Source: an optimization exercise on an open RTL-to-GDS flow (aim: small area). Production flows keep margins and buffers that such runs may drop.
The RTL was checked by simulation tests, not by an equivalence proof against the original design.
The clock cells of run 5 come from the design's own scripts or RTL, not from TritonCTS.
No driver is modelled on the clock port, so clock power and skew are understated where the tree is cut down; a real chip needs a root buffer or a tree.
Power is estimated from default activity; no workload was simulated.

==> design/flow/design.v <==
package rhythmPkg;
	localparam int LANE_COUNT = 3;
	localparam int POS_W = 10;                       
	localparam int PHASE_W = 6;                      
	localparam int CHART_LEN = 24;
	localparam int CHART_IDX_W = $clog2(CHART_LEN);
	localparam int SCAN_W = 16;
endpackage
`timescale 1ns/1ps
import rhythmPkg::*;
module noteChart (
	input  logic DIV_CLK,
	input  logic reset,
	input  logic stepEnable,
	output logic [rhythmPkg::PHASE_W-1:0] phaseDown,     
	output logic [rhythmPkg::CHART_IDX_W-1:0] chartIdx,   
	output logic chartFull                                
);
	always_ff @(posedge DIV_CLK or posedge reset)
	begin
		if (reset)
		begin
			phaseDown <= '0;
			chartIdx <= '0;
			chartFull <= 1'b0;
		end
		else if (stepEnable)
		begin
			phaseDown <= phaseDown - 1'b1;
			if (phaseDown == '0)
			begin
				chartIdx <= (chartIdx == CHART_IDX_W'(CHART_LEN - 1)) ? '0 : chartIdx + 1'b1;
				if (chartIdx == CHART_IDX_W'(7))
					chartFull <= 1'b1;
			end
		end
	end
endmodule
module acceptedRow (
	input  logic [rhythmPkg::CHART_IDX_W-1:0] idx,
	output logic [rhythmPkg::LANE_COUNT-1:0] notes
);
	always_comb
	begin
		case (idx)
			5'd0:  notes = 3'b001;
			5'd1:  notes = 3'b010;
			5'd2:  notes = 3'b100;
			5'd3:  notes = 3'b011;
			5'd4:  notes = 3'b000;
			5'd5:  notes = 3'b111;
			5'd6:  notes = 3'b101;
			5'd7:  notes = 3'b001;
			5'd8:  notes = 3'b110;
			5'd9:  notes = 3'b001;
			5'd10: notes = 3'b000;   
			5'd11: notes = 3'b001;
			5'd12: notes = 3'b010;
			5'd13: notes = 3'b100;
			5'd14: notes = 3'b000;
			5'd15: notes = 3'b111;
			5'd16: notes = 3'b011;
			5'd17: notes = 3'b110;
			5'd18: notes = 3'b101;
			5'd19: notes = 3'b000;
			5'd20: notes = 3'b010;
			5'd21: notes = 3'b001;
			5'd22: notes = 3'b100;
			default: notes = 3'b111;
		endcase
	end
endmodule
module rowsBack (
	input  logic [rhythmPkg::CHART_IDX_W-1:0] chartIdx,
	input  logic chartFull,
	input  logic [3:0] g,
	output logic [rhythmPkg::LANE_COUNT-1:0] notes
);
	logic [CHART_IDX_W:0] diff;
	logic [CHART_IDX_W-1:0] idx;
	logic [LANE_COUNT-1:0] row;
	assign diff = {1'b0, chartIdx} - {2'b0, g};
	assign idx = diff[CHART_IDX_W] ? diff[CHART_IDX_W-1:0] + CHART_IDX_W'(CHART_LEN) : diff[CHART_IDX_W-1:0];
	acceptedRow rom (.idx, .notes(row));
	assign notes = (chartFull || !diff[CHART_IDX_W]) ? row : '0;
endmodule
`timescale 1ns/1ps
import rhythmPkg::*;
module laneTracker (
	input  logic [rhythmPkg::PHASE_W-1:0] phaseDown,
	input  logic [rhythmPkg::CHART_IDX_W-1:0] chartIdx,
	input  logic chartFull,
	input  logic stepEnable,
	input  logic [rhythmPkg::LANE_COUNT-1:0] buttons,
	output logic [rhythmPkg::LANE_COUNT-1:0] laneHit
);
	logic late;                                  
	logic early;                                 
	logic [LANE_COUNT-1:0] notes;
	assign late = phaseDown >= 6'd41;
	assign early = phaseDown <= 6'd17;
	rowsBack back (.chartIdx, .chartFull, .g(late ? 4'd8 : 4'd7), .notes);
	assign laneHit = (stepEnable && (late || early)) ? (buttons & notes) : '0;
endmodule
`timescale 1ns/1ps
import rhythmPkg::*;
module gameControl (
	input  logic DIV_CLK,
	input  logic reset,
	input  logic start,
	input  logic pause,
	input  logic frameTick,
	input  logic [rhythmPkg::LANE_COUNT-1:0] laneHit,
	output logic stepEnable,
	output logic [15:0] score
);
	logic playState;                             
	assign stepEnable = frameTick && playState && !pause;
	always_ff @(posedge DIV_CLK or posedge reset)
	begin
		if (reset)
		begin
			playState <= 1'b0;
			score <= '0;
		end
		else if (!playState)
		begin
			score <= '0;                         
			if (frameTick && start)
				playState <= 1'b1;
		end
		else if (stepEnable)
			score <= score + (laneHit[0] + laneHit[1] + laneHit[2]);
	end
endmodule
`timescale 1ns/1ps
import rhythmPkg::*;
module laneRenderer (
	input  logic DIV_CLK,
	input  logic reset,
	input  logic [rhythmPkg::POS_W-1:0] pixelX,
	input  logic [rhythmPkg::POS_W-1:0] pixelY,
	input  logic displayArea,
	input  logic [rhythmPkg::LANE_COUNT-1:0] laneButtons,
	input  logic [rhythmPkg::PHASE_W-1:0] phaseDown,
	input  logic [rhythmPkg::CHART_IDX_W-1:0] chartIdx,
	input  logic chartFull,
	output logic vgaRed,
	output logic vgaGreen,
	output logic vgaBlue
);
	logic [LANE_COUNT-1:0] inCols;
	logic [LANE_COUNT-1:0] noteHit;
	logic bar;
	logic [POS_W:0] u;                           
	logic [4:0] g;                               
	logic near;
	logic [LANE_COUNT-1:0] notes;
	assign inCols[0] = pixelX <= 10'd199;
	assign inCols[1] = pixelX >= 10'd220 && pixelX <= 10'd419;
	assign inCols[2] = pixelX >= 10'd440 && pixelX <= 10'd639;
	assign u = {1'b0, pixelY} + {5'b0, phaseDown} + 11'd21;
	assign g = u[POS_W:6];
	assign near = u[5:0] <= 6'd40 && g != 5'd0
		&& (g[4:3] == 2'd0 || (g == 5'd8 && phaseDown >= 6'd20));
	rowsBack back (.chartIdx, .chartFull, .g(g[3:0]), .notes);
	assign noteHit = (near ? notes : '0) & inCols;
	assign bar = |(inCols & laneButtons) && pixelY >= 10'd410 && pixelY <= 10'd450;
	always_ff @(posedge DIV_CLK or posedge reset)
	begin
		if (reset)
		begin
			vgaRed <= 1'b0;
			vgaGreen <= 1'b0;
			vgaBlue <= 1'b0;
		end
		else
		begin
			vgaRed <= displayArea && (noteHit[0] || bar);
			vgaGreen <= displayArea && (noteHit[1] || bar);
			vgaBlue <= displayArea && (noteHit[2] || bar);
		end
	end
endmodule
`timescale 1ns/1ps
import rhythmPkg::*;
module scoreDisplay (
	input  logic DIV_CLK,
	input  logic reset,
	input  logic [15:0] score,
	output logic [3:0] anodes,
	output logic [6:0] segments
);
	logic [SCAN_W-1:0] scanCount;
	logic [1:0] digitSel;
	logic [3:0] digit;
	always_ff @(posedge DIV_CLK or posedge reset)
	begin
		if (reset)
			scanCount <= '0;
		else
			scanCount <= scanCount + 1'b1;        
	end
	assign digitSel = scanCount[SCAN_W-1 -: 2];
	assign anodes = ~(4'b0001 << digitSel);      
	assign digit = score[digitSel*4 +: 4];
	always_comb
	begin
		case (digit)
			4'h0: segments = 7'b0000001;
			4'h1: segments = 7'b1001111;
			4'h2: segments = 7'b0010010;
			4'h3: segments = 7'b0000110;
			4'h4: segments = 7'b1001100;
			4'h5: segments = 7'b0100100;
			4'h6: segments = 7'b0100000;
			4'h7: segments = 7'b0001111;
			4'h8: segments = 7'b0000000;
			4'h9: segments = 7'b0000100;
			4'hA: segments = 7'b0001000;
			4'hB: segments = 7'b1100000;   
			4'hC: segments = 7'b0110001;
			4'hD: segments = 7'b1000001;   
			4'hE: segments = 7'b0110000;
			default: segments = 7'b0111000;   
		endcase
	end
endmodule
`timescale 1ns/1ps
import rhythmPkg::*;
module rhythmGameTop (
	input  logic DIV_CLK,
	input  logic reset,
	input  logic start,
	input  logic pause,
	input  logic frameTick,
	input  logic [rhythmPkg::LANE_COUNT-1:0] laneButtons,
	input  logic [rhythmPkg::POS_W-1:0] pixelX,
	input  logic [rhythmPkg::POS_W-1:0] pixelY,
	input  logic displayArea,
	output logic vgaRed,
	output logic vgaGreen,
	output logic vgaBlue,
	output logic [3:0] anodes,
	output logic [6:0] segments
);
	logic stepEnable;
	logic [LANE_COUNT-1:0] laneHit;
	logic [15:0] score;
	logic [PHASE_W-1:0] phaseDown;
	logic [CHART_IDX_W-1:0] chartIdx;
	logic chartFull;
	gameControl gameControl_i (.DIV_CLK, .reset, .start, .pause, .frameTick, .laneHit,
		.stepEnable, .score);
	noteChart noteChart_i (.DIV_CLK, .reset, .stepEnable, .phaseDown, .chartIdx, .chartFull);
	laneTracker laneTracker_i (.phaseDown, .chartIdx, .chartFull, .stepEnable,
		.buttons(laneButtons), .laneHit);
	laneRenderer laneRenderer_i (.DIV_CLK, .reset, .pixelX, .pixelY, .displayArea,
		.laneButtons, .phaseDown, .chartIdx, .chartFull, .vgaRed, .vgaGreen, .vgaBlue);
	scoreDisplay scoreDisplay_i (.DIV_CLK, .reset, .score, .anodes, .segments);
endmodule
==> design/flow/run.sh <==
#!/bin/bash
# synth_recipe.tcl (not shown) runs the flow's synth.tcl, then flattens the netlist and writes it again
# the make line also repeats each setting of config.mk as NAME=value (left out here)
make -C /OpenROAD-flow-scripts/flow DESIGN_CONFIG=/design/flow/config.mk WORK_HOME=/design/flow/orfs CLKGATE_MAP_FILE= SYNTH_SCRIPT=/design/flow/synth_recipe.tcl finish
==> design/flow/config.mk <==
export PLATFORM = sky130hd
export DESIGN_NAME = rhythmGameTop
export DESIGN_NICKNAME = rhythmGameTop
export VERILOG_FILES = /design/flow/design.v
export SDC_FILE = /design/flow/constraint.sdc
export NUM_CORES = 4
export LEC_CHECK = 0
export CAP_MARGIN = 20
export CORE_MARGIN = 2
export CORE_UTILIZATION = 40
export SLEW_MARGIN = 20
==> design/flow/constraint.sdc <==
create_clock -name core_clock -period 7.0 [get_ports {DIV_CLK}]
set_input_delay 1.4000 -clock core_clock [delete_from_list [all_inputs] [get_ports {DIV_CLK}]]
set_output_delay 1.4000 -clock core_clock [all_outputs]
set_load 0.01 [all_outputs]
==> flow_metrics.py, run 1 <==
metrics = {
    "clock_network": {
        "cts.sinks": 48,
        "insertion_delay_ns": 0.31,
        "cts_root_buf": "clkbuf_8",
        "htree_levels": 2,
        "post-cts-setup-buffers": 0,
        "clk_pin_slew_ns": 0.10,
        "clockBufferDepth": 2,
        "cts_resized": 0,
        "numCtsBuffers": 5,
        "cts_tree": "built",
        "hold_buffers": 0,
    },
    "placed_design": {
        "placed_area_mm2": 0.00479,
        "portBuffers": 40,
        "dpl.hpwl_um": 6930,
        "gp_congestion": 0.815,
    },
    "setup_path": {
        "cpMaxStageDelayCell": "fa_1",
        "crit_path_max_fanout": 4,
        "rr_startpoint": "noteChart_i.phaseDown[1]",
        "rr_endpoint": "gameControl_i.score[10]",
        "cp.required_ns": 7.20,
        "critical_path_class": "in2reg",
        "critPathMostFrequentCell": "ha_1",
        "worstSetupEndpointType": "flip-flop",
        "reg2reg_depth": 23,
        "cp_data_arrival_time_ns": 5.79,
        "crit_chain": "clkdlybuf4s50_1 -> ha_1 -> ha_1 -> fa_1 -> a211oi_2 -> nor2_1 -> o21a_1 -> nor2_1 -> xor2_1 -> fa_1 -> ha_1 -> mux2_2 -> nor3_1 -> o21ai_0 -> nand3_1 -> nand3_1 -> o41ai_1",
        "rrSetupSlack_ns": 1.75,
        "cp-start-kind": "input port",
        "cp_slowest_stage_delay_ns": 0.53,
    },
    "final_layout": {
        "nFillCells": 1035,
        "num-nets-final": 598,
        "drive_gt1_share_pct": 5.94,
        "postLayoutCellArea_mm2": 0.00493,
        "n_antenna_cell": 0,
        "areaGrowthSynthToFinish_pct": 14.9,
    },
    "sta": {
        "hold_viol_final": 0,
        "maxSlewViolCount": 0,
        "relSlewSlack_pct": 45.2,
        "fmax_mhz": 179,
        "rsz0062_at_grt": "no",
        "tightest_slew_ns": 0.820,
        "clock_skew_ns": 0.00727,
        "tns_ns": 0,
        "min_period_over_period_pct": 79.8,
        "final-setup-viol-count": 0,
        "finalCriticalPeriod_ns": 5.59,
    },
    "yosys": {
        "avgSynthCellArea_um2": 8.83,
        "synthCells": 486,
        "synthesis.nets": 563,
        "synth_edf_count": 0,
        "synth_common_cells": "dfrtp_1 (48), nand2_1 (44), ha_1 (43), inv_1 (40), nor2_1 (37)",
        "async_flop_share_pct": 100,
        "synth-warning-count": 5,
        "yosys-top-cells-area": "dfrtp_1 (28%), ha_1 (13%), xnor2_1 (6.1%)",
        "synth_seq_cells": 48,
        "synth_flop_cell": "dfrtp_1",
        "yosysTopAreaCellShare_pct": 28.0,
        "syn_area_mm2": 0.00429,
        "synth.largest_area_cell": "dfrtp_1",
        "synth_most_common_cell": "dfrtp_1",
        "ys_seq_area_share_pct": 28.0,
        "synth.distinct_cells": 73,
    },
    "global_routing": {
        "met1_usage_pct": 22.8,
        "use_met2_pct": 27.2,
        "antenna_found_initial": 0,
        "grt-ovfl-total": 0,
        "grt_pass1_vias": 3435,
        "grt_use_total_pct": 16.4,
        "grt_pass1_wl_um": 15600,
        "grt_max_degree": 49,
        "busiest_layer": "met2",
        "use_met3_pct": 2.42,
    },
    "die": {
        "die_h_um": 108,
        "fp-row-count": 37,
        "core_mm2": 0.0104,
        "die_w_um": 108,
        "io_pins": 43,
        "start_util_pct": 41.4,
        "design.die.area_mm2": 0.0116,
    },
    "worst_hold_path": {
        "hold_path_startpoint": "scoreDisplay_i.scanCount[12]",
        "min_to": "scoreDisplay_i.scanCount[12]",
        "hp-class": "reg2reg",
        "holdPathStages": 1,
    },
    "drt": {
        "finalWirelength_um": 8930,
        "dr_total_vias": 3512,
        "first_pass_iters": 5,
        "drt_iter0_drc": 204,
        "avgViaCountPerCell": 5.34,
        "wire_per_inst_um": 13.6,
        "ant_nets": 0,
        "route.detailed.drc": 0,
    },
    "power": {
        "p_per_area_mw_per_mm2": 408,
        "max-vdd-ir-drop_mv": 0.278,
        "leakage_nw": 2.20,
        "p_total_mw": 2.01,
    },
    "run_status": {
        "status": "finished clean",
    },
    "run": {
        "cap_violations": 0,
    },
}
[sequential cells by signal (all words and copies together) (netlist names)]
register / flops
gameControl_i.playState: 1
gameControl_i.score: 16
laneRenderer_i.vgaBlue: 1
laneRenderer_i.vgaGreen: 1
laneRenderer_i.vgaRed: 1
noteChart_i.chartFull: 1
noteChart_i.chartIdx: 5
noteChart_i.phaseDown: 6
scoreDisplay_i.scanCount: 16
[cells in the final DEF, fill, tap and decap left out, types with 11 or more instances in the layout]
| cell type | count |
|---|---|
| dfrtp_1 | 48 |
| nand2_1 | 44 |
| clkdlybuf4s50_1 | 40 |
| nand4_1 | 12 |
| and2_1 | 12 |
| xor2_1 | 12 |
| inv_1 | 39 |
| a21oi_1 | 11 |
| nor2_1 | 37 |
| nand3_1 | 15 |
| xnor2_1 | 30 |
| o21ai_0 | 23 |
| ha_1 | 43 |
[worst max-delay path by stage]
stage	startpoint	slack, ns	depth (start not counted)	endpoint
6_report	pixelY[1]	1.41	17	laneRenderer_i.vgaRed
5_1_grt	pixelY[1]	1.08	17	laneRenderer_i.vgaRed
4_1_cts	pixelY[1]	1.39	17	laneRenderer_i.vgaRed
3_5_place_dp	pixelY[1]	1.09	17	laneRenderer_i.vgaRed
3_3_place_gp	pixelY[1]	1.18	17	laneRenderer_i.vgaRed
2_1_floorplan	pixelY[1]	1.97	16	laneRenderer_i.vgaRed
[metal layers]
| metal | vias to the layer above | wire, um |
|---|---|---|
| met4 | 0 | 112 |
| met2 | 54 | 3960 |
| met1 | 1661 | 4510 |
| met3 | 10 | 348 |
| met5 | - | 0 |
| li1 | 1787 | - |
[per-stage QoR]
step           utilization, %  setup slack, ns  hold slack (ns)  cells
2_1_floorplan               -             1.97            0.434    486
3_3_place_gp             46.2             1.18            0.448    650
3_5_place_dp             46.2             1.09            0.457    650
4_1_cts                  47.6             1.39            0.474    658
5_1_grt                  47.6             1.08            0.482    658
6_report                 47.6             1.41            0.468    658
[cells by family (layout without fill, tap and decap cells)]
group / count (synthesis) / in the layout / synth area share (%)
AO/OA/AOI/OAI: 104 / 104 / 17.4
XOR/XNOR: 42 / 42 / 8.57
adder cells (fa/ha/maj): 48 / 48 / 14.9
buffers and inverters: 54 / 90 / 5.48
flip-flops: 48 / 48 / 28.0
multiplexers: 15 / 15 / 5.10
AND/OR/NAND/NOR: 175 / 175 / 20.6
[report_power, final]
part | total (mW) | switching, mW | internal [mW]
combinational | 1.41 | 0.800 | 0.614
clock | 0.247 | 0.104 | 0.144
sequential | 0.352 | 0.0445 | 0.307
total | 2.01 | 0.948 | 1.07
[worst max-delay path: cells and delay by family]
family / cells / cell delay (ns)
XOR/XNOR: 1 / 0.27
AND/OR/NAND/NOR: 5 / 0.62
adder cells (fa/ha/maj): 5 / 1.79
multiplexers: 1 / 0.29
buffers and inverters: 1 / 0.45
AO/OA/AOI/OAI: 4 / 0.95
[final cells by class]
| cell class | count | area [um2] | area share, % |
|---|---|---|---|
| multi-input cells | 384 | 2860 | 57.9 |
| flip-flops and latches | 48 | 1200 | 24.4 |
| repair buffers | 42 | 415 | 8.42 |
| well taps | 136 | 170 | 3.45 |
| inverters | 40 | 151 | 3.07 |
| clock buffers | 5 | 68.8 | 1.40 |
| clock inverters | 3 | 68.8 | 1.40 |
==> run 2: changes to the inputs <==
--- a/design/flow/design.v
+++ b/design/flow/design.v
@@ -3,7 +3,7 @@
 	localparam int POS_W = 10;                       
 	localparam int PHASE_W = 6;                      
 	localparam int CHART_LEN = 24;
-	localparam int CHART_IDX_W = $clog2(CHART_LEN);
+	localparam int ROWS_W = 5;                       
 	localparam int SCAN_W = 16;
 endpackage
 `timescale 1ns/1ps
@@ -13,44 +13,38 @@
 	input  logic reset,
 	input  logic stepEnable,
 	output logic [rhythmPkg::PHASE_W-1:0] phaseDown,     
-	output logic [rhythmPkg::CHART_IDX_W-1:0] chartIdx,   
-	output logic chartFull                                
+	output logic [rhythmPkg::ROWS_W-1:0] rowCount         
 );
 	always_ff @(posedge DIV_CLK or posedge reset)
 	begin
 		if (reset)
 		begin
 			phaseDown <= '0;
-			chartIdx <= '0;
-			chartFull <= 1'b0;
+			rowCount <= '0;
 		end
 		else if (stepEnable)
 		begin
 			phaseDown <= phaseDown - 1'b1;
 			if (phaseDown == '0)
-			begin
-				chartIdx <= (chartIdx == CHART_IDX_W'(CHART_LEN - 1)) ? '0 : chartIdx + 1'b1;
-				if (chartIdx == CHART_IDX_W'(7))
-					chartFull <= 1'b1;
-			end
+				rowCount <= (rowCount == '1) ? ROWS_W'(32 - CHART_LEN) : rowCount + 1'b1;
 		end
 	end
 endmodule
 module acceptedRow (
-	input  logic [rhythmPkg::CHART_IDX_W-1:0] idx,
+	input  logic [rhythmPkg::ROWS_W-1:0] idx,
 	output logic [rhythmPkg::LANE_COUNT-1:0] notes
 );
 	always_comb
 	begin
 		case (idx)
-			5'd0:  notes = 3'b001;
-			5'd1:  notes = 3'b010;
-			5'd2:  notes = 3'b100;
-			5'd3:  notes = 3'b011;
-			5'd4:  notes = 3'b000;
-			5'd5:  notes = 3'b111;
-			5'd6:  notes = 3'b101;
-			5'd7:  notes = 3'b001;
+			5'd0, 5'd24:  notes = 3'b001;
+			5'd1, 5'd25:  notes = 3'b010;
+			5'd2, 5'd26:  notes = 3'b100;
+			5'd3, 5'd27:  notes = 3'b011;
+			5'd4, 5'd28:  notes = 3'b000;
+			5'd5, 5'd29:  notes = 3'b111;
+			5'd6, 5'd30:  notes = 3'b101;
+			5'd7, 5'd31:  notes = 3'b001;
 			5'd8:  notes = 3'b110;
 			5'd9:  notes = 3'b001;
 			5'd10: notes = 3'b000;   
@@ -71,25 +65,21 @@
 	end
 endmodule
 module rowsBack (
-	input  logic [rhythmPkg::CHART_IDX_W-1:0] chartIdx,
-	input  logic chartFull,
+	input  logic [rhythmPkg::ROWS_W-1:0] rowCount,
 	input  logic [3:0] g,
 	output logic [rhythmPkg::LANE_COUNT-1:0] notes
 );
-	logic [CHART_IDX_W:0] diff;
-	logic [CHART_IDX_W-1:0] idx;
+	logic [ROWS_W:0] diff;
 	logic [LANE_COUNT-1:0] row;
-	assign diff = {1'b0, chartIdx} - {2'b0, g};
-	assign idx = diff[CHART_IDX_W] ? diff[CHART_IDX_W-1:0] + CHART_IDX_W'(CHART_LEN) : diff[CHART_IDX_W-1:0];
-	acceptedRow rom (.idx, .notes(row));
-	assign notes = (chartFull || !diff[CHART_IDX_W]) ? row : '0;
+	assign diff = {1'b0, rowCount} - {2'b0, g};
+	acceptedRow rom (.idx(diff[ROWS_W-1:0]), .notes(row));
+	assign notes = diff[ROWS_W] ? '0 : row;
 endmodule
 `timescale 1ns/1ps
 import rhythmPkg::*;
 module laneTracker (
 	input  logic [rhythmPkg::PHASE_W-1:0] phaseDown,
-	input  logic [rhythmPkg::CHART_IDX_W-1:0] chartIdx,
-	input  logic chartFull,
+	input  logic [rhythmPkg::ROWS_W-1:0] rowCount,
 	input  logic stepEnable,
 	input  logic [rhythmPkg::LANE_COUNT-1:0] buttons,
 	output logic [rhythmPkg::LANE_COUNT-1:0] laneHit
@@ -99,7 +89,7 @@
 	logic [LANE_COUNT-1:0] notes;
 	assign late = phaseDown >= 6'd41;
 	assign early = phaseDown <= 6'd17;
-	rowsBack back (.chartIdx, .chartFull, .g(late ? 4'd8 : 4'd7), .notes);
+	rowsBack back (.rowCount, .g(late ? 4'd8 : 4'd7), .notes);
 	assign laneHit = (stepEnable && (late || early)) ? (buttons & notes) : '0;
 endmodule
 `timescale 1ns/1ps
@@ -143,8 +133,7 @@
 	input  logic displayArea,
 	input  logic [rhythmPkg::LANE_COUNT-1:0] laneButtons,
 	input  logic [rhythmPkg::PHASE_W-1:0] phaseDown,
-	input  logic [rhythmPkg::CHART_IDX_W-1:0] chartIdx,
-	input  logic chartFull,
+	input  logic [rhythmPkg::ROWS_W-1:0] rowCount,
 	output logic vgaRed,
 	output logic vgaGreen,
 	output logic vgaBlue
@@ -163,7 +152,7 @@
 	assign g = u[POS_W:6];
 	assign near = u[5:0] <= 6'd40 && g != 5'd0
 		&& (g[4:3] == 2'd0 || (g == 5'd8 && phaseDown >= 6'd20));
-	rowsBack back (.chartIdx, .chartFull, .g(g[3:0]), .notes);
+	rowsBack back (.rowCount, .g(g[3:0]), .notes);
 	assign noteHit = (near ? notes : '0) & inCols;
 	assign bar = |(inCols & laneButtons) && pixelY >= 10'd410 && pixelY <= 10'd450;
 	always_ff @(posedge DIV_CLK or posedge reset)
@@ -248,14 +237,13 @@
 	logic [LANE_COUNT-1:0] laneHit;
 	logic [15:0] score;
 	logic [PHASE_W-1:0] phaseDown;
-	logic [CHART_IDX_W-1:0] chartIdx;
-	logic chartFull;
+	logic [ROWS_W-1:0] rowCount;
 	gameControl gameControl_i (.DIV_CLK, .reset, .start, .pause, .frameTick, .laneHit,
 		.stepEnable, .score);
-	noteChart noteChart_i (.DIV_CLK, .reset, .stepEnable, .phaseDown, .chartIdx, .chartFull);
-	laneTracker laneTracker_i (.phaseDown, .chartIdx, .chartFull, .stepEnable,
+	noteChart noteChart_i (.DIV_CLK, .reset, .stepEnable, .phaseDown, .rowCount);
+	laneTracker laneTracker_i (.phaseDown, .rowCount, .stepEnable,
 		.buttons(laneButtons), .laneHit);
 	laneRenderer laneRenderer_i (.DIV_CLK, .reset, .pixelX, .pixelY, .displayArea,
-		.laneButtons, .phaseDown, .chartIdx, .chartFull, .vgaRed, .vgaGreen, .vgaBlue);
+		.laneButtons, .phaseDown, .rowCount, .vgaRed, .vgaGreen, .vgaBlue);
 	scoreDisplay scoreDisplay_i (.DIV_CLK, .reset, .score, .anodes, .segments);
 endmodule
==> run 2 against run 1 <==
Compared with the run above:
- highest routed layer unchanged
- wire length shrank 7.9%
- setup slack worse by 0.27 ns
- die area fell by 3.1%
- worst hold slack worse by 0.0019 ns
- power fell by 4.1%
- largest cell class unchanged
- area after synthesis decreased by 3.2%
- clock skew increased by 0.011 ns
- register-to-register slack lost 0.39 ns
==> flow_metrics.py, run 2 <==
metrics = {
    "run_status": {
        "status": "finished clean",
    },
    "setup_path": {
        "crit_chain": "clkdlybuf4s50_1 -> inv_1 -> ha_1 -> inv_1 -> ha_1 -> nand2_1 -> o21a_1 -> o311ai_0 -> ha_1 -> inv_1 -> fa_1 -> a21o_1 -> a21oi_1 -> xor2_1 -> buf_4 -> mux2i_1 -> o31a_1 -> o21ai_0 -> o41ai_2",
        "cp_top_family": "compound AO/OA/AOI/OAI gates",
        "cp-start-kind": "input port",
        "worstSetupEndpointType": "flip-flop",
        "cp_data_arrival_time_ns": 6.06,
        "cp.required_ns": 7.21,
        "crit_path_max_fanout": 11,
        "critical_path_class": "in2reg",
        "cp_slowest_stage_delay_ns": 0.74,
        "cpMaxStageDelayCell": "o311ai_0",
        "path_buf_inv": 5,
    },
    "yosys": {
        "synth.distinct_cells": 65,
        "syn_area_mm2": 0.00416,
        "avgSynthCellArea_um2": 8.98,
        "synth_flop_cell": "dfrtp_1",
        "synth_edf_count": 0,
        "synth_seq_cells": 47,
        "synth_most_common_cell": "dfrtp_1",
        "synthCells": 463,
        "synth-warning-count": 5,
        "yosysTopAreaCellShare_pct": 28.3,
        "async_flop_share_pct": 100,
        "synth.largest_area_cell": "dfrtp_1",
        "synthesis.nets": 536,
        "synth_common_cells": "dfrtp_1 (47), ha_1 (39), inv_1 (36), nand2_1 (34), xnor2_1 (34)",
        "yosys-top-cells-area": "dfrtp_1 (28%), ha_1 (12%), xnor2_1 (7.2%)",
        "ys_seq_area_share_pct": 28.3,
    },
    "drt": {
        "route.detailed.drc": 0,
        "first_pass_iters": 4,
        "wire_per_inst_um": 13.0,
        "ant_nets": 0,
        "drt_iter0_drc": 160,
        "finalWirelength_um": 8230,
        "avgViaCountPerCell": 5.25,
        "dr_total_vias": 3331,
    },
    "die": {
        "die_h_um": 106,
        "start_util_pct": 40.8,
        "fp-row-count": 37,
        "design.die.area_mm2": 0.0112,
        "io_pins": 43,
        "die_w_um": 106,
        "core_mm2": 0.0102,
    },
    "worst_hold_path": {
        "hp-class": "reg2reg",
    },
    "clock_network": {
        "cts_resized": 0,
        "numCtsBuffers": 5,
        "cts_tree": "built",
        "hold_buffers": 0,
        "cts_root_buf": "clkbuf_8",
        "cts.sinks": 47,
        "htree_levels": 2,
        "insertion_delay_ns": 0.31,
        "clk_pin_slew_ns": 0.09,
        "clockBufferDepth": 2,
        "post-cts-setup-buffers": 0,
    },
    "global_routing": {
        "grt_pass1_vias": 3174,
        "grt_pass1_wl_um": 14500,
        "antenna_found_initial": 0,
        "grt_use_total_pct": 15.4,
        "grt-ovfl-total": 0,
        "grt_max_degree": 48,
    },
    "power": {
        "leakage_nw": 2.14,
        "p_per_area_mw_per_mm2": 402,
        "max-vdd-ir-drop_mv": 0.164,
        "p_total_mw": 1.93,
    },
    "final_layout": {
        "areaGrowthSynthToFinish_pct": 15.4,
        "layout_common_cells": "dfrtp_1 (47), clkdlybuf4s50_1 (40), ha_1 (39)",
        "n_antenna_cell": 0,
        "nFillCells": 984,
        "reg_top3": "gameControl_i.score: 16 flops, scoreDisplay_i.scanCount: 16 flops, noteChart_i.phaseDown: 6 flops",
        "drive_gt1_share_pct": 5.82,
        "num-nets-final": 570,
        "layout_commonest_cell": "dfrtp_1",
    },
    "placed_design": {
        "gp_congestion": 0.784,
        "portBuffers": 40,
        "dpl.hpwl_um": 6350,
    },
    "sta": {
        "rsz0062_at_grt": "no",
        "fmax_mhz": 171,
        "min_period_over_period_pct": 83.6,
        "final-setup-viol-count": 0,
        "clock_skew_ns": 0.0181,
        "relSlewSlack_pct": 39.4,
        "maxSlewViolCount": 0,
        "tightest_slew_ns": 0.898,
        "finalCriticalPeriod_ns": 5.85,
        "hold_viol_final": 0,
        "tns_ns": 0,
    },
    "run": {
        "cap_violations": 0,
    },
}
[run 2: changes by cell type after synthesis, sizes merged, moves of 3 or more]
cell,change
a21oi,+6
xnor2,+4
and3,+9
nand2,-10
clkbuf,+3
nor2,-17
nand4,-7
xor2,+3
or2,-3
o21ai,-6
ha,-4
[run 2: final cells by class]
cell class	instances	area [um2]	area share, %
inverters	38	144	3.00
clock buffers	5	68.8	1.43
well taps	136	170	3.55
clock inverters	3	47.5	0.991
multi-input cells	363	2770	57.8
repair buffers	42	415	8.66
flip-flops and latches	47	1180	24.5
[run 2: metrics by stage]
step                      cells  hold WS [ns]  area [um2]  setup WS, ns  utilization (%)
after floorplan             463         0.438        4160          1.92                -
after global placement      626         0.455        4680          1.01             45.9
after detailed placement    626         0.456        4680         0.916             45.9
after CTS                   634         0.475        4790          1.22             47.1
after global routing        634         0.487        4800         0.769             47.1
final                       634         0.466        4800          1.15             47.1
[run 2: logic make-up after synthesis]
family                   synth area share (%)
multiplexers                             4.94
buffers and inverters                    4.97
XOR/XNOR                                 10.3
flip-flops                               28.3
AO/OA/AOI/OAI                            17.3
AND/OR/NAND/NOR                          20.0
adder cells (fa/ha/maj)                  14.1
[run 2: worst reg2reg max path, cell delays in order, from the launching register on]
cell and delay (ns):
dfrtp_1 0.41, inv_1 0.09, ha_1 0.24, nand2_1 0.07, a21oi_1 0.06, nor2b_1 0.23
inv_2 0.10, ha_1 0.22, fa_1 0.44, nor2b_1 0.15, o21ai_1 0.09, nor3b_1 0.16
or4_1 0.63, o311ai_1 0.33, a211oi_1 0.08, ha_1 0.29, inv_1 0.05, fa_1 0.37
inv_1 0.09, fa_1 0.23, inv_1 0.06, or3_1 0.38, nor2_1 0.32, nand3_1 0.16
xnor2_1 0.15, and2_1 0.15
[run 2: where the power goes]
| group | switching [mW] | total, mW | internal (mW) | leakage, nW |
|---|---|---|---|---|
| Sequential | 0.0445 | 0.346 | 0.301 | 0.613 |
| Clock | 0.0999 | 0.208 | 0.108 | 0.0587 |
| Combinational | 0.780 | 1.38 | 0.596 | 1.47 |
| Total | 0.924 | 1.93 | 1.01 | 2.14 |
[run 2: worst paths after layout]
kind / from / endpoint / slack, ns / cells past startpoint
min in group asynchronous: reset / scoreDisplay_i.scanCount[7] / 1.53 / 2
max: pixelY[4] / laneRenderer_i.vgaGreen / 1.15 / 19
max reg2reg: noteChart_i.phaseDown[0] / gameControl_i.score[14] / 1.36 / 25
max in group asynchronous: reset / noteChart_i.rowCount[3] / 4.98 / 2
min reg2reg: scoreDisplay_i.scanCount[4] / scoreDisplay_i.scanCount[4] / 0.47 / 1
min: scoreDisplay_i.scanCount[4] / scoreDisplay_i.scanCount[4] / 0.47 / 1
[run 2: per-layer routing]
layer  wire length (um)  share of wire [%]  up-vias  GRT usage (%)
met5                  0                  0        -              0
met4                 70               0.85        0           3.10
met3                242                2.9        5           2.15
met2               3660                 45       48           24.7
met1               4250                 52     1567           22.4
li1                   -                  -     1711              -
==> run 3: changes to the inputs <==
==> design/flow/flow/run.sh (new file) <==
#!/bin/bash
# The standard layout (standard.sh) with an area-oriented synthesis, the
# smallest buffer on the ports and a clock tree without dummy loads.
set -euo pipefail
W=$(pwd)
F=$W/flow
export OWN_ABC_SCRIPT=$F/abc_area.script
export BUFFER_PORTS_ARGS="-buffer_cell sky130_fd_sc_hd__buf_1"
export CTS_ARGS="-sink_clustering_enable -repair_clock_nets -dont_use_dummy_load"
bash standard.sh SYNTH_SCRIPT=$F/synth.tcl finish > $W/standard_flow.log 2>&1
==> design/flow/flow/abc_area.script (new file) <==
strash
&get -n
&fraig -x
&put
scorr
dc2
strash
&get -n
&dch -f
&nf -a -R 1000
&put
==> design/flow/flow/synth.tcl (new file) <==
# synth_recipe.tcl with two changes to ORFS's synth.tcl: ABC maps with
# abc_area.script (beside this file), and the adders are left to ABC instead of
# being mapped to half/full adder cells first. Registers are untouched.
proc synth {args} { yosys synth -nofsm -noshare {*}$args }
set f [open $::env(SCRIPTS_DIR)/synth.tcl]
set txt [read $f]
close $f
set old {log_cmd abc {*}$abc_args}
if { [string first $old $txt] < 0 } { error "abc call not found in synth.tcl" }
set txt [string map [list $old {log_cmd abc -script $::env(OWN_ABC_SCRIPT) {*}[lrange $abc_args 2 end]}] $txt]
set ::env(ADDER_MAP_FILE) ""
eval $txt
# left out here: clear keep_hierarchy, flatten, clean up, hide names made inside functions, write 1_2_yosys.v
==> design/flow/standard.sh (new file) <==
#!/bin/bash
# synth_recipe.tcl (not shown) runs the flow's synth.tcl, then flattens the netlist and writes it again
# the make line also repeats each setting of config.mk as NAME=value (left out here)
make -C /OpenROAD-flow-scripts/flow DESIGN_CONFIG=/design/flow/config.mk WORK_HOME=/design/flow/orfs CLKGATE_MAP_FILE= SYNTH_SCRIPT=/design/flow/synth_recipe.tcl "${@:-finish}"
removed: design/flow/run.sh
==> run 3 against run 2 <==
Compared with the run above:
- worst hold slack gained 0.0088 ns
- highest routed layer unchanged
- critical path type is now reg2reg
- cell count is 19% lower
- count of clock-buffer cells in the layout stayed put
- area after synthesis fell by 26%
- combinational power is 57% lower
- cell area down 29%
- core utilization shrank 0.54 points
- still clean on timing, DRC and antenna
- power down 44%
- flip-flop and latch count is the same
- first-iteration DRC count fell by 49%
- synthesized cell count decreased by 20%
- critical endpoint is now gameControl_i.score[15]
- via count down 18%
==> flow_metrics.py, run 3 <==
metrics = {
    "setup_path": {
        "cp_top_family": "simple AND/OR/NAND/NOR gates",
        "cp_data_arrival_time_ns": 6.12,
        "cp-start-kind": "flip-flop",
        "crit_path_max_fanout": 7,
        "rr_endpoint": "gameControl_i.score[15]",
        "cp.required_ns": 7.23,
        "cp_slowest_stage_delay_ns": 0.47,
        "critical_path_class": "reg2reg",
        "rr_startpoint": "noteChart_i.phaseDown[2]",
        "path_buf_inv": 0,
        "worstSetupEndpointType": "flip-flop",
        "cpMaxStageDelayCell": "dfrtp_1",
        "reg2reg_depth": 25,
        "rrSetupSlack_ns": 1.10,
    },
    "die": {
        "io_pins": 43,
        "fp-row-count": 31,
        "design.die.area_mm2": 0.00839,
        "core_mm2": 0.00733,
        "die_w_um": 91.6,
        "start_util_pct": 41.9,
        "die_h_um": 91.6,
    },
    "final_layout": {
        "nFillCells": 715,
        "layout_common_cells": "dfrtp_1 (47), nand2_1 (43), nor2_1 (43)",
        "reg_top3": "gameControl_i.score: 16 flops, scoreDisplay_i.scanCount: 16 flops, noteChart_i.phaseDown: 6 flops",
        "n_antenna_cell": 0,
        "num-nets-final": 446,
        "drive_gt1_share_pct": 1.45,
        "layout_commonest_cell": "dfrtp_1",
        "areaGrowthSynthToFinish_pct": 11.2,
    },
    "drt": {
        "finalWirelength_um": 6170,
        "drt_iter0_drc": 81,
        "route.detailed.drc": 0,
        "avgViaCountPerCell": 5.31,
        "ant_nets": 0,
        "wire_per_inst_um": 12.0,
        "first_pass_iters": 4,
        "dr_total_vias": 2729,
    },
    "yosys": {
        "synthesis.nets": 399,
        "synth-warning-count": 5,
        "yosys-top-cells-area": "dfrtp_1 (38%), xnor2_1 (7.4%), xor2_1 (5.4%)",
        "synth.largest_area_cell": "dfrtp_1",
        "async_flop_share_pct": 100,
        "synth.distinct_cells": 42,
        "synthCells": 370,
        "synth_common_cells": "dfrtp_1 (47), nand2_1 (43), nor2_1 (43), a21oi_1 (29), o21ai_0 (27)",
        "synth_seq_cells": 47,
        "avgSynthCellArea_um2": 8.29,
        "synth_flop_cell": "dfrtp_1",
        "synth_most_common_cell": "dfrtp_1",
        "ys_seq_area_share_pct": 38.3,
        "yosysTopAreaCellShare_pct": 38.3,
        "synth_edf_count": 0,
        "syn_area_mm2": 0.00307,
    },
    "worst_hold_path": {
        "holdPathStages": 1,
        "hp-class": "reg2reg",
        "min_to": "scoreDisplay_i.scanCount[12]",
        "hold_path_startpoint": "scoreDisplay_i.scanCount[12]",
    },
    "sta": {
        "tightest_slew_ns": 0.884,
        "fmax_mhz": 170,
        "rsz0062_at_grt": "no",
        "relSlewSlack_pct": 40.7,
        "hold_viol_final": 0,
        "tns_ns": 0,
        "final-setup-viol-count": 0,
        "min_period_over_period_pct": 84.2,
        "maxSlewViolCount": 0,
        "finalCriticalPeriod_ns": 5.90,
        "clock_skew_ns": 0.0203,
    },
    "global_routing": {
        "grt_pass1_wl_um": 11000,
        "grt_use_total_pct": 15.4,
        "grt-ovfl-total": 0,
        "grt_pass1_vias": 2438,
        "antenna_found_initial": 0,
        "grt_max_degree": 48,
    },
    "run": {
        "cap_violations": 0,
    },
    "clock_network": {
        "hold_buffers": 0,
        "cts.sinks": 47,
        "post-cts-setup-buffers": 0,
        "clk_pin_slew_ns": 0.09,
        "cts_resized": 0,
        "numCtsBuffers": 5,
        "htree_levels": 2,
        "cts_root_buf": "clkbuf_8",
        "clockBufferDepth": 2,
        "cts_tree": "built",
        "insertion_delay_ns": 0.30,
    },
    "power": {
        "p_per_area_mw_per_mm2": 319,
        "max-vdd-ir-drop_mv": 0.151,
        "leakage_nw": 1.43,
        "p_total_mw": 1.09,
    },
    "placed_design": {
        "portBuffers": 40,
        "dpl.hpwl_um": 4720,
        "gp_congestion": 0.823,
    },
    "run_status": {
        "status": "finished clean",
    },
}
run 3: cell types whose count changed in the layout (fill, tap and decap cells not counted), moves of 14 or more:
cell / delta
inv_1: -35
and2_1: -14
nor2_1: +22
clkdlybuf4s50_1: -40
ha_1: -39
buf_1: +40
o21ai_0: +16
run 3: cells by family after synthesis:
kind of cell / count (synthesis) / synth area share [%]
and+or+nand+nor: 159 / 25.0
AOI/OAI and AO/OA: 103 / 20.9
DFF: 47 / 38.3
xor gates and xnor gates: 45 / 12.8
buffers and inverters: 12 / 1.47
muxes: 2 / 0.734
adders and majority gates: 2 / 0.653
run 3: layer usage:
metal | track usage [%] | part of all wire [%] | vias up
li1 | - | - | 1427
met1 | 22.1 | 51 | 1242
met3 | 2.66 | 4.2 | 4
met5 | 0 | 0 | -
met2 | 24.3 | 44 | 56
met4 | 3.41 | 0.65 | 0
run 3: how the worst max path moves through the flow:
stage	from	slack, ns	end	depth (start not counted)
final	noteChart_i.phaseDown[2]	1.10	gameControl_i.score[15]	25
after global routing	noteChart_i.phaseDown[2]	0.37	gameControl_i.score[15]	23
after CTS	noteChart_i.phaseDown[2]	1.14	gameControl_i.score[15]	25
after detailed placement	pixelY[3]	1.16	laneRenderer_i.vgaRed	19
after global placement	pixelY[3]	1.29	laneRenderer_i.vgaBlue	20
after floorplan	pixelY[3]	1.90	laneRenderer_i.vgaBlue	19
run 3: where the power goes:
part           internal (mW)  leakage (nW)  switching (mW)
Combinational          0.255         0.775           0.342
Clock                 0.0645        0.0359          0.0800
Sequential             0.295         0.623          0.0530
Total                  0.614          1.43           0.475
run 3: metrics by stage:
| stage | setup WS [ns] | cell area [um2] | util (%) | std cells | hold WS [ns] |
|---|---|---|---|---|---|
| 5_1_grt | 0.374 | 3410 | 46.5 | 514 | 0.505 |
| 4_1_cts | 1.14 | 3410 | 46.5 | 514 | 0.477 |
| 6_report | 1.10 | 3410 | 46.5 | 514 | 0.475 |
| 3_3_place_gp | 1.29 | 3340 | 45.6 | 509 | 0.459 |
| 3_5_place_dp | 1.16 | 3340 | 45.6 | 509 | 0.462 |
| 2_1_floorplan | 1.90 | 3070 | - | 370 | 0.435 |
run 3: layout make-up:
type	instances	area [um2]	share of cell area (%)
inverters	12	46.3	1.36
flip-flops and latches	47	1180	34.5
multi-input cells	311	1850	54.1
repair buffers	40	150	4.40
clock buffers	5	68.8	2.02
well taps	99	124	3.63
run 3: worst reg2reg max path, cell delays in order (launching register included):
cell and delay, ns:
dfrtp_1 0.47, o31a_1 0.32, o21ai_0 0.42, nand2_1 0.20, nor2_1 0.43, xnor2_1 0.29
nand2_1 0.09, o22ai_1 0.23, a21oi_1 0.06, nand4b_1 0.20, nor3_1 0.41, nor2b_1 0.13
xor2_1 0.23, nand2_1 0.12, a21o_1 0.21, nand2_1 0.10, nand2_1 0.09, nor2_1 0.16
and3_1 0.26, and3_1 0.22, and3_1 0.24, and3_1 0.22, and2_0 0.25, and3_1 0.24
o21ai_0 0.09, a21oi_1 0.14
==> run 4: changes to the inputs <==
--- a/design/flow/design.v
+++ b/design/flow/design.v
@@ -113,14 +113,12 @@
 			playState <= 1'b0;
 			score <= '0;
 		end
-		else if (!playState)
-		begin
-			score <= '0;                         
+		else
+		begin
 			if (frameTick && start)
 				playState <= 1'b1;
-		end
-		else if (stepEnable)
 			score <= score + (laneHit[0] + laneHit[1] + laneHit[2]);
+		end
 	end
 endmodule
 `timescale 1ns/1ps
@@ -180,17 +178,26 @@
 	output logic [3:0] anodes,
 	output logic [6:0] segments
 );
-	logic [SCAN_W-1:0] scanCount;
+	logic [SCAN_W-3:0] scanLow;
 	logic [1:0] digitSel;
+	logic lowZero;                               
 	logic [3:0] digit;
-	always_ff @(posedge DIV_CLK or posedge reset)
-	begin
-		if (reset)
-			scanCount <= '0;
+	assign lowZero = scanLow[SCAN_W-4:0] == '0;
+	always_ff @(posedge DIV_CLK or posedge reset)
+	begin
+		if (reset)
+		begin
+			scanLow <= '0;
+			digitSel <= '0;
+		end
 		else
-			scanCount <= scanCount + 1'b1;        
-	end
-	assign digitSel = scanCount[SCAN_W-1 -: 2];
+		begin
+			scanLow <= {scanLow[SCAN_W-4:0],
+				scanLow[13] ^ scanLow[11] ^ scanLow[1] ^ scanLow[0] ^ lowZero};
+			if (lowZero && scanLow[13])
+				digitSel <= digitSel + 1'b1;
+		end
+	end
 	assign anodes = ~(4'b0001 << digitSel);      
 	assign digit = score[digitSel*4 +: 4];
 	always_comb
--- a/design/flow/flow/run.sh
+++ b/design/flow/flow/run.sh
@@ -1,5 +1,6 @@
 #!/bin/bash
-# The standard layout (standard.sh) with an area-oriented synthesis, the
+# The standard layout (standard.sh) with an area-oriented synthesis (ABC with
+# deepsyn, adders left to ABC), the
 # smallest buffer on the ports and a clock tree without dummy loads.
 set -euo pipefail
 W=$(pwd)
==> design/flow/flow/abc_area.script (replaced) <==
strash
&get -n
&fraig -x
&put
scorr
dc2
strash
&get -n
&deepsyn -T 60
&put
strash
&get -n
&dch -f
&nf -a -R 1000
&put
==> run 4 against run 3 <==
Compared with the run above:
- maximum frequency grew 24%
- cell count shrank 13%
- power shrank 9.8%
- cell area shrank 9.6%
- first-iteration DRC count shrank 23%
- sequential share of layout area grew 3.7 points
- clock power is essentially flat
- global-route usage grew 0.85 points
- largest cell class unchanged
- highest routed layer unchanged
==> flow_metrics.py, run 4 <==
metrics = {
    "run_status": {
        "status": "finished clean",
    },
    "setup_path": {
        "cp-start-kind": "input port",
        "cp_slowest_stage_delay_ns": 0.40,
        "cp.required_ns": 7.16,
        "crit_path_max_fanout": 5,
        "cp_data_arrival_time_ns": 4.93,
        "critical_path_class": "in2reg",
        "cpMaxStageDelayCell": "o41ai_1",
        "crit_chain": "buf_1 -> nand3b_1 -> o41ai_1 -> a31oi_1 -> o21ai_0 -> a21oi_1 -> a21oi_1 -> nor2_1 -> a21oi_1 -> nand2_1 -> nor3_1 -> nand3_1 -> nor2_1 -> nand3_1 -> nor2_1 -> nand3_1 -> nor2_1 -> nand2_1 -> xnor2_1",
        "worstSetupEndpointType": "flip-flop",
        "critPathMostFrequentCell": "nor2_1",
        "cp_top_family": "simple AND/OR/NAND/NOR gates",
        "path_buf_inv": 1,
    },
    "yosys": {
        "async_flop_share_pct": 100,
        "yosysTopAreaCellShare_pct": 42.6,
        "synth_flop_cell": "dfrtp_1",
        "synth_common_cells": "dfrtp_1 (47), nor2_1 (43), nand2_1 (34), xnor2_1 (27), o21ai_0 (25)",
        "synth.distinct_cells": 46,
        "synth-warning-count": 5,
        "synth_edf_count": 0,
        "yosys-top-cells-area": "dfrtp_1 (43%), xnor2_1 (8.6%), nor2_1 (5.8%)",
        "ys_seq_area_share_pct": 42.6,
        "avgSynthCellArea_um2": 8.56,
        "syn_area_mm2": 0.00276,
        "synth.largest_area_cell": "dfrtp_1",
        "synthCells": 323,
        "synth_seq_cells": 47,
        "synth_most_common_cell": "dfrtp_1",
        "synthesis.nets": 352,
    },
    "power": {
        "p_total_mw": 0.983,
        "max-vdd-ir-drop_mv": 0.128,
        "leakage_nw": 1.22,
        "p_per_area_mw_per_mm2": 319,
    },
    "final_layout": {
        "drive_gt1_share_pct": 1.63,
        "reg_top3": "gameControl_i.score: 16 flops, scoreDisplay_i.scanLow: 14 flops, noteChart_i.phaseDown: 6 flops",
        "stdcell_count": 448,
        "largest_register_ffs": 16,
        "regArea_mm2": 0.00118,
        "postLayoutCellArea_mm2": 0.00308,
        "num-nets-final": 399,
        "layout_common_cells": "dfrtp_1 (47), nor2_1 (43), buf_1 (40)",
        "top_register": "gameControl_i.score",
        "n_antenna_cell": 0,
        "multi_input_area_mm2": 0.00154,
        "layout_commonest_cell": "dfrtp_1",
        "nFillCells": 683,
        "areaGrowthSynthToFinish_pct": 11.5,
    },
    "clock_network": {
        "hold_buffers": 0,
        "clockBufferDepth": 2,
        "insertion_delay_ns": 0.30,
        "cts.sinks": 47,
        "post-cts-setup-buffers": 0,
        "numCtsBuffers": 5,
        "cts_root_buf": "clkbuf_8",
        "cts_resized": 0,
        "clk_pin_slew_ns": 0.09,
        "htree_levels": 2,
        "cts_tree": "built",
    },
    "die": {
        "fp-row-count": 30,
        "core_mm2": 0.00676,
        "io_pins": 43,
        "start_util_pct": 40.9,
        "die_h_um": 87.1,
        "design.die.area_mm2": 0.00759,
        "die_w_um": 87.1,
    },
    "drt": {
        "finalWirelength_um": 5700,
        "route.detailed.drc": 0,
        "drt_iter0_drc": 62,
        "dr_total_vias": 2437,
        "first_pass_iters": 4,
        "ant_nets": 0,
        "avgViaCountPerCell": 5.44,
        "wire_per_inst_um": 12.7,
    },
    "sta": {
        "fmax_mhz": 210,
        "relSlewSlack_pct": 35.2,
        "finalCriticalPeriod_ns": 4.77,
        "maxSlewViolCount": 0,
        "min_period_over_period_pct": 68.1,
        "clock_skew_ns": 0.0230,
        "tightest_slew_ns": 0.948,
        "tns_ns": 0,
        "setup_ws_ns": 2.23,
        "hold_viol_final": 0,
        "rsz0062_at_grt": "no",
        "final-setup-viol-count": 0,
    },
    "global_routing": {
        "antenna_found_initial": 0,
        "grt_use_total_pct": 16.3,
        "grt_pass1_wl_um": 10000,
        "grt_max_degree": 48,
        "grt_pass1_vias": 2285,
        "grt-ovfl-total": 0,
    },
    "placed_design": {
        "portBuffers": 40,
        "dpl.hpwl_um": 4290,
        "dp_cells": 443,
        "dp_slack_ns": 1.94,
        "placed_area_mm2": 0.00301,
        "gp_congestion": 0.886,
    },
    "worst_hold_path": {
        "hp-class": "reg2reg",
    },
    "run": {
        "cap_violations": 0,
    },
}
## run 4: changes by cell type after synthesis, sizes merged, moves of 4 or more
cell	delta
o21a	-4
xor2	-10
o22ai	+6
and3	-9
or2	+4
nand2	-9
a21oi	-18
## run 4: cell families (layout without fill, tap and decap cells)
family	after synthesis	after routing	synth area share (%)
xor+xnor	36	36	11.4
compound gates	78	78	18.2
buf+inv	14	59	1.90
mux	1	1	0.362
flops	47	47	42.6
simple gates	147	147	25.6
## run 4: worst reg2reg max path: stages (launching register included)
cell and delay (ns):
dfrtp_1 0.62, nor2b_1 0.28, nor2b_1 0.20, nand3_1 0.09, o311a_1 0.15, nand2_1 0.07
o311ai_0 0.18, nor2_1 0.19, nor2_1 0.07, o21ai_0 0.23, a21oi_1 0.11, a21oi_1 0.22
nor2_1 0.07, a21oi_1 0.25, nand2_1 0.11, nor3_1 0.38, nand3_1 0.19, nor2_1 0.23
nand3_1 0.16, nor2_1 0.21, nand3_1 0.15, nor2_1 0.18, nand2_1 0.09, xnor2_1 0.12
## run 4: stage by stage
| stage | utilization [%] | hold WS (ns) |
|---|---|---|
| after floorplan | - | 0.354 |
| after global placement | 44.6 | 0.358 |
| after detailed placement | 44.6 | 0.363 |
| after CTS | 45.6 | 0.381 |
| after global routing | 45.6 | 0.392 |
| final | 45.6 | 0.378 |
## run 4: routing by layer
metal / global-route usage, % / wire [um] / up-vias
met5: 0 / 0 / -
met4: 5.03 / 88 / 0
met2: 27.5 / 2670 / 43
li1: - / - / 1245
met1: 21.1 / 2730 / 1142
met3: 3.22 / 210 / 7
## run 4: worst paths after layout
kind	endpoint	from	slack (ns)	cells past startpoint
max	gameControl_i.score[15]	pause	2.23	19
min	scoreDisplay_i.scanLow[5]	scoreDisplay_i.scanLow[4]	0.38	0
max reg2reg	gameControl_i.score[15]	noteChart_i.rowCount[3]	2.31	23
min reg2reg	scoreDisplay_i.scanLow[5]	scoreDisplay_i.scanLow[4]	0.38	0
max in group asynchronous	gameControl_i.score[10]	reset	5.11	2
min in group asynchronous	scoreDisplay_i.scanLow[9]	reset	1.29	2
## run 4: report_power, final
part	switching, mW	total, mW	internal (mW)	leakage, nW
clock network	0.0785	0.143	0.0645	0.0359
logic	0.264	0.447	0.183	0.578
registers	0.0755	0.392	0.317	0.603
## run 4: layout make-up
cell class | instances | area share, %
Inverter | 14 | 1.70
Clock buffer | 5 | 2.23
Multi-Input combinational cell | 262 | 49.8
Tap cell | 80 | 3.25
Timing Repair Buffer | 40 | 4.87
Sequential cell | 47 | 38.1
==> run 5: changes to the inputs <==
==> design/flow/flow/run.sh (replaced) <==
#!/bin/bash
# The standard layout (standard.sh) with three changes: an area-oriented
# synthesis (synth.tcl: ABC with deepsyn, adders left to ABC), the smallest
# buffer on the ports, and a few clock buffers in place of the clock tree
# (cts_hook.tcl). Its output goes to standard_flow.log; ORFS's own logs are
# under orfs/logs.
set -euo pipefail
W=$(pwd)
F=$W/flow
export OWN_ABC_SCRIPT=$F/abc_area.script
export BUFFER_PORTS_ARGS="-buffer_cell sky130_fd_sc_hd__buf_1"
export PRE_CTS_TCL=$F/cts_hook.tcl
export OWN_CLK_BUFS=${OWN_CLK_BUFS:-3}
export OWN_CLK_BUF=${OWN_CLK_BUF:-sky130_fd_sc_hd__clkbuf_8}
bash standard.sh SYNTH_SCRIPT=$F/synth.tcl finish > $W/standard_flow.log 2>&1
==> design/flow/flow/cts_hook.tcl (new file) <==
# Sourced by ORFS's cts.tcl just before it runs clock_tree_synthesis (PRE_CTS_TCL).
# The design has few registers, all close together, so instead of a tree a
# few clock buffers (OWN_CLK_BUFS of cell OWN_CLK_BUF), each at the middle of
# its share of the registers, drive them straight from the clock port. The
# shares are equal in size, made by cutting the registers' spread in two along
# its longer side, again and again.
rename clock_tree_synthesis orfs_clock_tree_synthesis

# sinks: {iterm x y} lists; returns k groups of them
proc split_sinks { sinks k } {
  if { $k <= 1 } { return [list $sinks] }
  set xs [lmap s $sinks { lindex $s 1 }]
  set ys [lmap s $sinks { lindex $s 2 }]
  set dx [expr { [tcl::mathfunc::max {*}$xs] - [tcl::mathfunc::min {*}$xs] }]
  set dy [expr { [tcl::mathfunc::max {*}$ys] - [tcl::mathfunc::min {*}$ys] }]
  set axis [expr { $dx >= $dy ? 1 : 2 }]
  set sorted [lsort -real -index $axis $sinks]
  set k1 [expr { $k / 2 }]
  set n1 [expr { int(round([llength $sorted] * double($k1) / $k)) }]
  return [concat [split_sinks [lrange $sorted 0 [expr { $n1 - 1 }]] $k1] \
    [split_sinks [lrange $sorted $n1 end] [expr { $k - $k1 }]]]
}
proc clock_tree_synthesis { args } {
  set block [ord::get_db_block]
  set dbu [$block getDbUnitsPerMicron]
  set port [get_full_name [lindex [get_property [lindex [all_clocks] 0] sources] 0]]
  set net [[$block findBTerm $port] getNet]
  set k $::env(OWN_CLK_BUFS)
  set sinks {}
  foreach it [$net getITerms] {
    set bb [[$it getInst] getBBox]
    lappend sinks [list $it [expr { ([$bb xMin] + [$bb xMax]) / 2.0 / $dbu }] \
      [expr { ([$bb yMin] + [$bb yMax]) / 2.0 / $dbu }]]
  }
  set groups [split_sinks $sinks $k]
  set centres {}
  foreach g $groups {
    set sx 0
    set sy 0
    foreach s $g {
      set sx [expr { $sx + [lindex $s 1] }]
      set sy [expr { $sy + [lindex $s 2] }]
    }
    set m [expr { max(1, [llength $g]) }]
    lappend centres [list [expr { $sx / $m }] [expr { $sy / $m }]]
  }
  for { set c 0 } { $c < $k } { incr c } {
    set g [lindex $groups $c]
    if { [llength $g] == 0 } { continue }
    set pins {}
    foreach s $g {
      set it [lindex $s 0]
      lappend pins [get_pins "[[$it getInst] getName]/[[$it getMTerm] getName]"]
    }
    set x [lindex $centres $c 0]
    set y [lindex $centres $c 1]
    puts "clock buffer $c: $::env(OWN_CLK_BUF) for [llength $g] registers at ($x, $y)"
    set buf [insert_buffer -buffer_cell $::env(OWN_CLK_BUF) -net [get_nets [$net getName]] \
      -load_pins $pins -location [list $x $y] -buffer_name clkbuf_own_$c -net_name clknet_own_$c]
    foreach it [[$block findInst [get_full_name $buf]] getITerms] {
      if { [$it isOutputSignal] } { [$it getNet] setSigType CLOCK }
    }
  }
  set_propagated_clock [all_clocks]
}
==> run 5 against run 4 <==
Compared with the run above:
- still clean
- register-to-register slack better by 0.03 ns
- flip-flop and latch count unchanged
- sequential power about the same
- maximum frequency down 2.2%
- synthesized cell count unchanged
- critical path depth up 2
- critical path type unchanged
- highest routed layer unchanged
==> flow_metrics.py, run 5 <==
metrics = {
    "run_status": {
        "status": "finished clean",
    },
    "setup_path": {
        "crit_chain": "buf_1 -> o21ai_0 -> a41oi_1 -> o311ai_0 -> nor2_1 -> nor2_1 -> o21ai_0 -> a21oi_1 -> a21oi_1 -> nor2_1 -> a21oi_1 -> nand2_1 -> nor3_1 -> nand3_1 -> nor2_1 -> nand3_1 -> nor2_1 -> nand3_1 -> nor2_1 -> nand2_1 -> xnor2_1",
        "critical_path_class": "in2reg",
        "cp.depth": 21,
        "reg2reg_depth": 23,
        "cp_slowest_stage_delay_ns": 0.39,
        "cp_top_family": "simple AND/OR/NAND/NOR gates",
        "rrSetupSlack_ns": 2.34,
        "critPathMostFrequentCell": "nor2_1",
        "crit_path_max_fanout": 4,
        "path_buf_inv": 1,
        "cpMaxStageDelayCell": "nor3_1",
        "cp.required_ns": 7.05,
        "cp_data_arrival_time_ns": 4.92,
        "cp-start-kind": "input port",
        "worstSetupEndpointType": "flip-flop",
    },
    "sta": {
        "clock_skew_ns": 0.00859,
        "relSlewSlack_pct": 37.4,
        "final-setup-viol-count": 0,
        "tightest_slew_ns": 0.938,
        "tns_ns": 0,
        "min_period_over_period_pct": 69.6,
        "maxSlewViolCount": 0,
        "hold_viol_final": 0,
        "setup_ws_ns": 2.13,
        "finalCriticalPeriod_ns": 4.87,
        "fmax_mhz": 205,
        "rsz0062_at_grt": "no",
    },
    "drt": {
        "finalWirelength_um": 5620,
        "dr_total_vias": 2403,
        "ant_nets": 0,
        "route.detailed.drc": 0,
        "wire_per_inst_um": 12.6,
        "first_pass_iters": 4,
        "avgViaCountPerCell": 5.39,
        "drt_iter0_drc": 91,
    },
    "global_routing": {
        "antenna_found_initial": 0,
        "grt-ovfl-total": 0,
        "grt_use_total_pct": 15.3,
        "grt_max_degree": 48,
        "grt_pass1_wl_um": 9920,
        "grt_pass1_vias": 2238,
    },
    "yosys": {
        "synth_flop_cell": "dfrtp_1",
        "syn_area_mm2": 0.00276,
        "synth_most_common_cell": "dfrtp_1",
        "yosys-top-cells-area": "dfrtp_1 (43%), xnor2_1 (8.6%), nor2_1 (5.8%)",
        "async_flop_share_pct": 100,
        "ys_seq_area_share_pct": 42.6,
        "synthesis.nets": 352,
        "synth_edf_count": 0,
        "synthCells": 323,
        "synth_seq_cells": 47,
        "synth-warning-count": 5,
        "synth_common_cells": "dfrtp_1 (47), nor2_1 (43), nand2_1 (34), xnor2_1 (27), o21ai_0 (25)",
        "synth.largest_area_cell": "dfrtp_1",
        "synth.distinct_cells": 46,
        "yosysTopAreaCellShare_pct": 42.6,
        "avgSynthCellArea_um2": 8.56,
    },
    "power": {
        "p_total_mw": 0.943,
        "p_per_area_mw_per_mm2": 309,
        "power_frac_comb_pct": 47.3,
        "max-vdd-ir-drop_mv": 0.122,
        "p_switching_mw": 0.404,
        "swShare_pct": 42.8,
        "clkPwrFrac_pct": 11.1,
        "seq_power_share_pct": 41.5,
        "leakage_nw": 1.20,
        "intPower_mw": 0.539,
    },
    "final_layout": {
        "drive_gt1_share_pct": 1.09,
        "reg_top3": "gameControl_i.score: 16 flops, scoreDisplay_i.scanLow: 14 flops, noteChart_i.phaseDown: 6 flops",
        "nFillCells": 685,
        "largest_register_ffs": 16,
        "layout_common_cells": "dfrtp_1 (47), nor2_1 (43), buf_1 (40)",
        "num-nets-final": 397,
        "regArea_mm2": 0.00118,
        "n_antenna_cell": 0,
        "stdcell_count": 446,
        "layout_commonest_cell": "dfrtp_1",
        "multi_input_area_mm2": 0.00154,
        "areaGrowthSynthToFinish_pct": 10.5,
        "top_register": "gameControl_i.score",
    },
    "die": {
        "die_w_um": 87.1,
        "die_h_um": 87.1,
        "io_pins": 43,
        "start_util_pct": 40.9,
        "fp-row-count": 30,
        "core_mm2": 0.00676,
        "design.die.area_mm2": 0.00759,
    },
    "clock_network": {
        "post-cts-setup-buffers": 0,
        "hold_buffers": 0,
        "clk_pin_slew_ns": 0.10,
        "cts_resized": 0,
        "insertion_delay_ns": 0.15,
    },
    "placed_design": {
        "dp_cells": 443,
        "portBuffers": 40,
        "dp_slack_ns": 1.94,
        "dpl.hpwl_um": 4290,
        "gp_congestion": 0.886,
    },
    "worst_hold_path": {
        "holdPathStages": 0,
        "hp-class": "reg2reg",
    },
    "run": {
        "cap_violations": 0,
    },
}
## run 5: cell count changes in the layout (fill, tap and decap cells not counted), sizes merged
| cell | delta |
|---|---|
| clkbuf | -2 |
## run 5: logic make-up (layout without fill, tap and decap cells)
| family | after synthesis | count (layout) | share of synthesized area (%) |
|---|---|---|---|
| simple gates | 147 | 147 | 25.6 |
| compound gates | 78 | 78 | 18.2 |
| flops | 47 | 47 | 42.6 |
| xor+xnor | 36 | 36 | 11.4 |
| buf+inv | 14 | 57 | 1.90 |
| mux | 1 | 1 | 0.362 |
## run 5: metal layers
layer  vias to the layer above  global-route usage, %  part of all wire, %
met5                         -                      0                    0
met4                         0                   1.40                  1.0
met3                         6                   1.04                  3.8
met2                        44                   26.4                   47
met1                      1111                   21.9                   48
li1                       1242                      -                    -
## run 5: layout make-up, clock buffers not listed
class	instances	share of cell area [%]
inverters	14	1.72
multi-input cells	262	50.2
flip-flops and latches	47	38.5
well taps	80	3.28
repair buffers	40	4.91
## run 5: final timing paths
| check | start | to |
|---|---|---|
| hold / removal | scoreDisplay_i.scanLow[10] | scoreDisplay_i.scanLow[11] |
| max in group asynchronous | reset | scoreDisplay_i.scanLow[0] |
| min in group asynchronous | reset | noteChart_i.rowCount[0] |
| setup / recovery | laneButtons[1] | gameControl_i.score[15] |
| hold reg to reg | scoreDisplay_i.scanLow[10] | scoreDisplay_i.scanLow[11] |
| setup reg to reg | noteChart_i.rowCount[3] | gameControl_i.score[15] |
## run 5: power by group through the flow
stage,Sequential (mW),Clock (mW),Combinational (mW)
floorplan,0.375,0,0.354
CTS,0.392,0.111,0.449
global route,0.404,0.122,0.514
detailed placement,0.397,0,0.448
finish,0.392,0.105,0.447
global placement,0.395,0,0.440
## run 5: metrics by stage
stage | utilization, % | hold slack, ns | cell area [um2]
floorplan | - | 0.354 | 2760
global placement | 44.6 | 0.358 | 3010
detailed placement | 44.6 | 0.363 | 3010
CTS | 45.2 | 0.377 | 3060
global route | 45.2 | 0.383 | 3060
finish | 45.2 | 0.374 | 3060

## afterwards: timing with drivers on the ports
The results above use ideal ports. As a check the final layouts listed here were re-extracted and re-timed, cells and wires unchanged. Step 1, drivers: a clkbuf_16 drives DIV_CLK and a buf_2 each remaining input, both assumed. Step 2 also shifts input and output timing later by t, the mid clock arrival at the registers, as if the neighbouring blocks saw the same clock. Three values: no drivers, after step 1, after step 2; two values: the first two.
run	t, ns	setup slack, ns	clock arrival spread, ns	slew at the worst register clock pin (ns)
run 1	0.340	1.414 / 1.423 / 1.084	0.008 / 0.007	0.10 / 0.10
run 2	0.334	1.146 / 1.151 / 0.817	0.018 / 0.018	0.10 / 0.10
run 3	0.315	1.105 / 1.105 / 1.105	0.021 / 0.021	0.09 / 0.09
run 4	0.310	2.235 / 2.239 / 1.928	0.023 / 0.023	0.09 / 0.09
run 5	0.197	2.127 / 2.142 / 1.945	0.009 / 0.009	0.10 / 0.10
After both steps every run listed still meets setup and hold. The setup slack of run 1, which loses most, moves by +0.009 ns with the drivers and by -0.330 ns with both steps.
